Background: an optimization exercise with open tools, aiming at small area. Do not read the settings as production practice.
Only simulation tests tie the RTL to the original design; equivalence was not proved.
No activity file was given, so power comes from the tool's default toggle rates. No driver is modelled on the clock port, so clocking that relies on it looks cheaper here than on a real chip.

## nickel
// pulse_peak_rate_detector_core
module pulse_peak_rate_detector_core #(
    parameter int RING_DEPTH = 10
) (
    input  logic                               aclk,
    input  logic                               aresetn,
    input  logic                               s_valid,
    output logic                               s_ready,
    input  logic [pprd_pkg::SAMPLE_W-1:0]      s_sample,
    output logic                               m_valid,
    input  logic                               m_ready,
    output logic [pprd_pkg::RATE_W-1:0]        m_rate,
    output logic [1:0]                         m_event_res,
    output logic [pprd_pkg::SAMPLE_W-1:0]      m_extreme_value,
    output logic                               m_falling_phase,
    input  logic                               cfg_wr_en,
    input  logic [pprd_pkg::CFG_IDX_W-1:0]     cfg_index,
    input  logic [pprd_pkg::CFG_DATA_W-1:0]    cfg_wdata
);
Size in the first run: roughly 900 cells after synthesis, about 87 I/O pins.
clock: 7.5 ns
lec_check: 0
cap_margin: 20
core_margin: 2
core_utilization: 60
slew_margin: 20
standard.sh (not shown) runs the stock make flow with config.mk's settings and CLKGATE_MAP_FILE= SYNTH_SCRIPT=/design/flow/synth_recipe.tcl, a recipe that flattens the netlist after the stock synthesis.
==> flow/flow/run.sh <==
#!/bin/bash
# Layout flow: the standard ORFS flow (standard.sh) with two changes:
#  - the port buffers that global placement inserts are the smallest buffer
#    (buf_1) rather than the resizer's default choice;
#  - clock tree synthesis uses clkbuf_16 with sink clusters of up to 32 and no
#    dummy loads at the leaves.
# make's output goes to flow.log here; ORFS keeps each step's log under orfs/logs.
set -euo pipefail
export BUFFER_PORTS_ARGS="-buffer_cell sky130_fd_sc_hd__buf_1"
export CTS_ARGS="-sink_clustering_enable -repair_clock_nets -sink_clustering_size 18 -sink_clustering_max_diameter 70 -buf_list sky130_fd_sc_hd__clkbuf_8 -dont_use_dummy_load"
bash standard.sh > flow.log 2>&1
nickel: done, clean on timing, DRC and antenna
What indigo does differently from nickel at the input level:
# nickel
export LEC_CHECK = 0
export CAP_MARGIN = 20
export CORE_MARGIN = 2
export CORE_UTILIZATION = 60
export SLEW_MARGIN = 20
create_clock -name core_clock -period 7.5 [get_ports {aclk}]
# indigo
export LEC_CHECK = 0
export CAP_MARGIN = 20
export CORE_MARGIN = 2
export CORE_UTILIZATION = 60
export CTS_BUF_LIST = sky130_fd_sc_hd__clkbuf_16
export CTS_CLUSTER_DIAMETER = 100
export CTS_CLUSTER_SIZE = 32
export SLEW_MARGIN = 20
create_clock -name core_clock -period 7.5 [get_ports {aclk}]
==> flow/run.sh (new file) <==
#!/bin/bash
# synth_recipe.tcl (not shown) runs the flow's synth.tcl, then flattens the netlist and writes it again
# the make line also repeats each setting of config.mk as NAME=value (left out here)
make -C /OpenROAD-flow-scripts/flow DESIGN_CONFIG=/design/flow/config.mk WORK_HOME=/design/flow/orfs CLKGATE_MAP_FILE= SYNTH_SCRIPT=/design/flow/synth_recipe.tcl finish
removed: flow/flow/run.sh
removed: flow/standard.sh
Notes after the runs:
[compare] base=nickel new=indigo: total routing resource utilization after global routing shows an increase of 0.38 points, sum of routed wire segments on met1 shows an increase of 250 um, via count of the first global-routing pass shows a reduction of 88.
The final layout from indigo, which completed every stage, passed the timing, DRC and antenna checks at the end of the flow.
indigo against nickel; clock power is up by a little under 10%.
Power dissipated in combinational cells in indigo is about 10% higher than in nickel
Between indigo and nickel, cell count is higher for nickel, indigo comes in under that.
#### Input delta (amber over indigo)
# indigo
export LEC_CHECK = 0
export CAP_MARGIN = 20
export CORE_MARGIN = 2
export CORE_UTILIZATION = 60
export CTS_BUF_LIST = sky130_fd_sc_hd__clkbuf_16
export CTS_CLUSTER_DIAMETER = 100
export CTS_CLUSTER_SIZE = 32
export SLEW_MARGIN = 20
create_clock -name core_clock -period 7.5 [get_ports {aclk}]
# amber
export LEC_CHECK = 0
export CAP_MARGIN = 20
export CORE_MARGIN = 2
export CORE_UTILIZATION = 60
export SLEW_MARGIN = 20
create_clock -name core_clock -period 7.5 [get_ports {aclk}]
==> flow/flow/run.sh (new file) <==
#!/bin/bash
# Layout flow: the standard ORFS flow (standard.sh) with two changes:
#  - the port buffers that global placement inserts are the smallest buffer
#    (buf_1) rather than the resizer's default choice;
#  - clock tree synthesis uses clkbuf_16 with sink clusters of up to 32 and no
#    dummy loads at the leaves.
# make's output goes to flow.log here; ORFS keeps each step's log under orfs/logs.
set -euo pipefail
export BUFFER_PORTS_ARGS="-buffer_cell sky130_fd_sc_hd__buf_1"
export CTS_ARGS="-sink_clustering_enable -repair_clock_nets -sink_clustering_size 35 -sink_clustering_max_diameter 90 -buf_list sky130_fd_sc_hd__clkbuf_16 -dont_use_dummy_load"
bash standard.sh > flow.log 2>&1
==> flow/standard.sh (new file) <==
#!/bin/bash
# synth_recipe.tcl (not shown) runs the flow's synth.tcl, then flattens the netlist and writes it again
# the make line also repeats each setting of config.mk as NAME=value (left out here)
make -C /OpenROAD-flow-scripts/flow DESIGN_CONFIG=/design/flow/config.mk WORK_HOME=/design/flow/orfs CLKGATE_MAP_FILE= SYNTH_SCRIPT=/design/flow/synth_recipe.tcl "${@:-finish}"
removed: flow/run.sh
Results
Comparing global-route usage for indigo and amber, the bigger number came from indigo.
Looking at final setup slack of the worst path, amber sits 0.72 ns higher than indigo does.
The run showing the greater total internal power is indigo.
Critical path depth: amber lower than indigo
Maximum cell stage delay along the critical path: amber vs indigo up 0.13 ns
The sequential power on indigo is in line with that on amber.
In the metrics for indigo and amber, the one carrying the lower wire length on met3 is amber.
Changes in pepper relative to amber:
--- a/flow/flow/run.sh
+++ b/flow/flow/run.sh
@@ -8,4 +8,4 @@
 set -euo pipefail
 export BUFFER_PORTS_ARGS="-buffer_cell sky130_fd_sc_hd__buf_1"
-export CTS_ARGS="-sink_clustering_enable -repair_clock_nets -sink_clustering_size 35 -sink_clustering_max_diameter 90 -buf_list sky130_fd_sc_hd__clkbuf_16 -dont_use_dummy_load"
+export CTS_ARGS="-sink_clustering_enable -repair_clock_nets -sink_clustering_size 32 -sink_clustering_max_diameter 100 -buf_list sky130_fd_sc_hd__clkbuf_16 -dont_use_dummy_load -root_buf sky130_fd_sc_hd__clkbuf_8"
 bash standard.sh > flow.log 2>&1
Data arrival time of the worst path in pepper vs amber: up 0.08 ns. Diff amber -> pepper: hold slack moved down; met2 usage in global routing moved up; proportion of cell area occupied by registers level; post-route fraction of the period consumed by the critical path moved up; power moved down. Compared pepper vs amber, and number of CTS-inserted buffers is up in pepper.

========
Another version of the RTL of pulse_peak_rate_detector_core (not shown whole).
Size: ~900 cells after synthesis, roughly 530 flip-flops, ~14,000 µm² of cells after synthesis.
clock: 7.5 ns
lec_check: 0
cap_margin: 20
core_margin: 2
core_utilization: 60
slew_margin: 20
==> flow/flow/run.sh <==
#!/bin/bash
# Layout flow: the standard ORFS flow (standard.sh) with two changes:
#  - the port buffers that global placement inserts are the smallest buffer
#    (buf_1) rather than the resizer's default choice;
#  - clock tree synthesis uses clkbuf_16 with sink clusters of up to 35 and no
#    dummy loads at the leaves.
# make's output goes to flow.log here; ORFS keeps each step's log under orfs/logs.
set -euo pipefail
export BUFFER_PORTS_ARGS="-buffer_cell sky130_fd_sc_hd__buf_1"
export CTS_ARGS="-sink_clustering_enable -repair_clock_nets -sink_clustering_size 32 -sink_clustering_max_diameter 100 -buf_list sky130_fd_sc_hd__clkbuf_4 -sink_clustering_buffer sky130_fd_sc_hd__clkbuf_16 -root_buf sky130_fd_sc_hd__clkbuf_4 -dont_use_dummy_load"
bash standard.sh > flow.log 2>&1
==> next run, changes <==
==> flow/flow/run.sh (replaced) <==
#!/bin/bash
# Layout flow: the standard ORFS flow (standard.sh) with two changes:
#  - the port buffers that global placement inserts are the smallest buffer
#    (buf_1) rather than the resizer's default choice;
#  - clock tree synthesis uses clkbuf_16 with sink clusters of up to 32, a
#    clkbuf_8 at the root, and no
#    dummy loads at the leaves.
# make's output goes to flow.log here; ORFS keeps each step's log under orfs/logs.
set -euo pipefail
export BUFFER_PORTS_ARGS="-buffer_cell sky130_fd_sc_hd__buf_1"
export CTS_ARGS="-sink_clustering_enable -repair_clock_nets -sink_clustering_size 32 -sink_clustering_max_diameter 100 -buf_list sky130_fd_sc_hd__clkbuf_16 -root_buf sky130_fd_sc_hd__clkbuf_8 -dont_use_dummy_load"
bash standard.sh > flow.log 2>&1
The changed run completed with no timing, DRC or antenna violations.
Utilization is about the same.
Die area is unchanged.
Via count hardly moves.
Setup slack is about the same.
Cell count stays flat.
Synthesized cell count stays the same.
==> next run, changes <==
==> flow/flow/run.sh (replaced) <==
#!/bin/bash
# Layout flow: the standard ORFS flow (standard.sh) with two changes:
#  - the port buffers that global placement inserts are the smallest buffer
#    (buf_1) rather than the resizer's default choice;
#  - clock tree synthesis uses clkbuf_16 with sink clusters of up to 35 and no
#    dummy loads at the leaves.
# make's output goes to flow.log here; ORFS keeps each step's log under orfs/logs.
set -euo pipefail
export BUFFER_PORTS_ARGS="-buffer_cell sky130_fd_sc_hd__buf_1"
export CTS_ARGS="-sink_clustering_enable -repair_clock_nets -sink_clustering_size 35 -sink_clustering_max_diameter 90 -buf_list sky130_fd_sc_hd__clkbuf_16 -dont_use_dummy_load"
bash standard.sh > flow.log 2>&1
What happened:
- first-iteration DRC count increases by 15%
- via count stays flat
- routed wire length increases by 0.32%
- sequential power hardly moves
- final cell count hardly moves
- synthesized cell count stays the same
==> next run, changes <==
--- a/flow/flow/run.sh
+++ b/flow/flow/run.sh
@@ -9,3 +9,3 @@
 export BUFFER_PORTS_ARGS="-buffer_cell sky130_fd_sc_hd__buf_1"
-export CTS_ARGS="-sink_clustering_enable -repair_clock_nets -sink_clustering_size 35 -sink_clustering_max_diameter 90 -buf_list sky130_fd_sc_hd__clkbuf_16 -dont_use_dummy_load"
+export CTS_ARGS="-sink_clustering_enable -repair_clock_nets -sink_clustering_size 34 -sink_clustering_max_diameter 100 -buf_list sky130_fd_sc_hd__clkbuf_16 -root_buf sky130_fd_sc_hd__clkbuf_8 -dont_use_dummy_load"
 bash standard.sh > flow.log 2>&1
Result: The changed run finished clean. Clock power drops by a few percent. Register-to-register slack is worse by 30 ps. Worst setup slack gains 5.6 ps. Via count came out lower slightly. Synthesized area stays the same. Fmax hardly moves. Sequential share of layout area rose by 0.17 points. Power is lower slightly. Flip-flop and latch count does not change. Die area stays the same. Combinational power barely changes.

what the ideal ports hide:
No port has a modelled driver above. Below, the same layouts with a new extraction and two added sets of constraints.
Step 1: set_driving_cell puts a clkbuf_16 on aclk and a buf_2 on each other input, an assumption about the parent block.
Step 2 adds t to the input delays and takes it off the output delays; t is the mean of the earliest and latest rising clock arrival at the registers after step 1. Input paths then give back, and output paths get back, about the clock's delay inside the block.
a / b / c = ideal / step 1 / step 2; a / b = the first two.
run | t (ns) | slack for setup (ns) | worst setup path at the end | worst slew at a driven data input, ns | cell pins on the clock port's net
nickel | 0.565 | 3.923 / 3.898 / 3.904 | input to output | 0.04 | 1
indigo | 0.583 | 3.189 / 3.161 / 3.161 | input to output | 0.05 | 1
amber | 0.555 | 3.909 / 3.861 / 3.903 | input to output | 0.04 | 1
pepper | 0.631 | 3.830 / 3.789 / 3.908 | input to output | 0.03 | 1
the first run of note 2 | 0.772 | 3.511 / 3.481 / 3.481 | input to output | 0.07 | 1
the second run of note 2 | 0.616 | 3.509 / 3.479 / 3.479 | input to output | 0.07 | 1
the third run of note 2 | 0.559 | 3.496 / 3.466 / 3.466 | input to output | 0.07 | 1
the fourth run of note 2 | 0.612 | 3.502 / 3.472 / 3.472 | input to output | 0.07 | 1
After both steps every run listed still meets setup and hold.
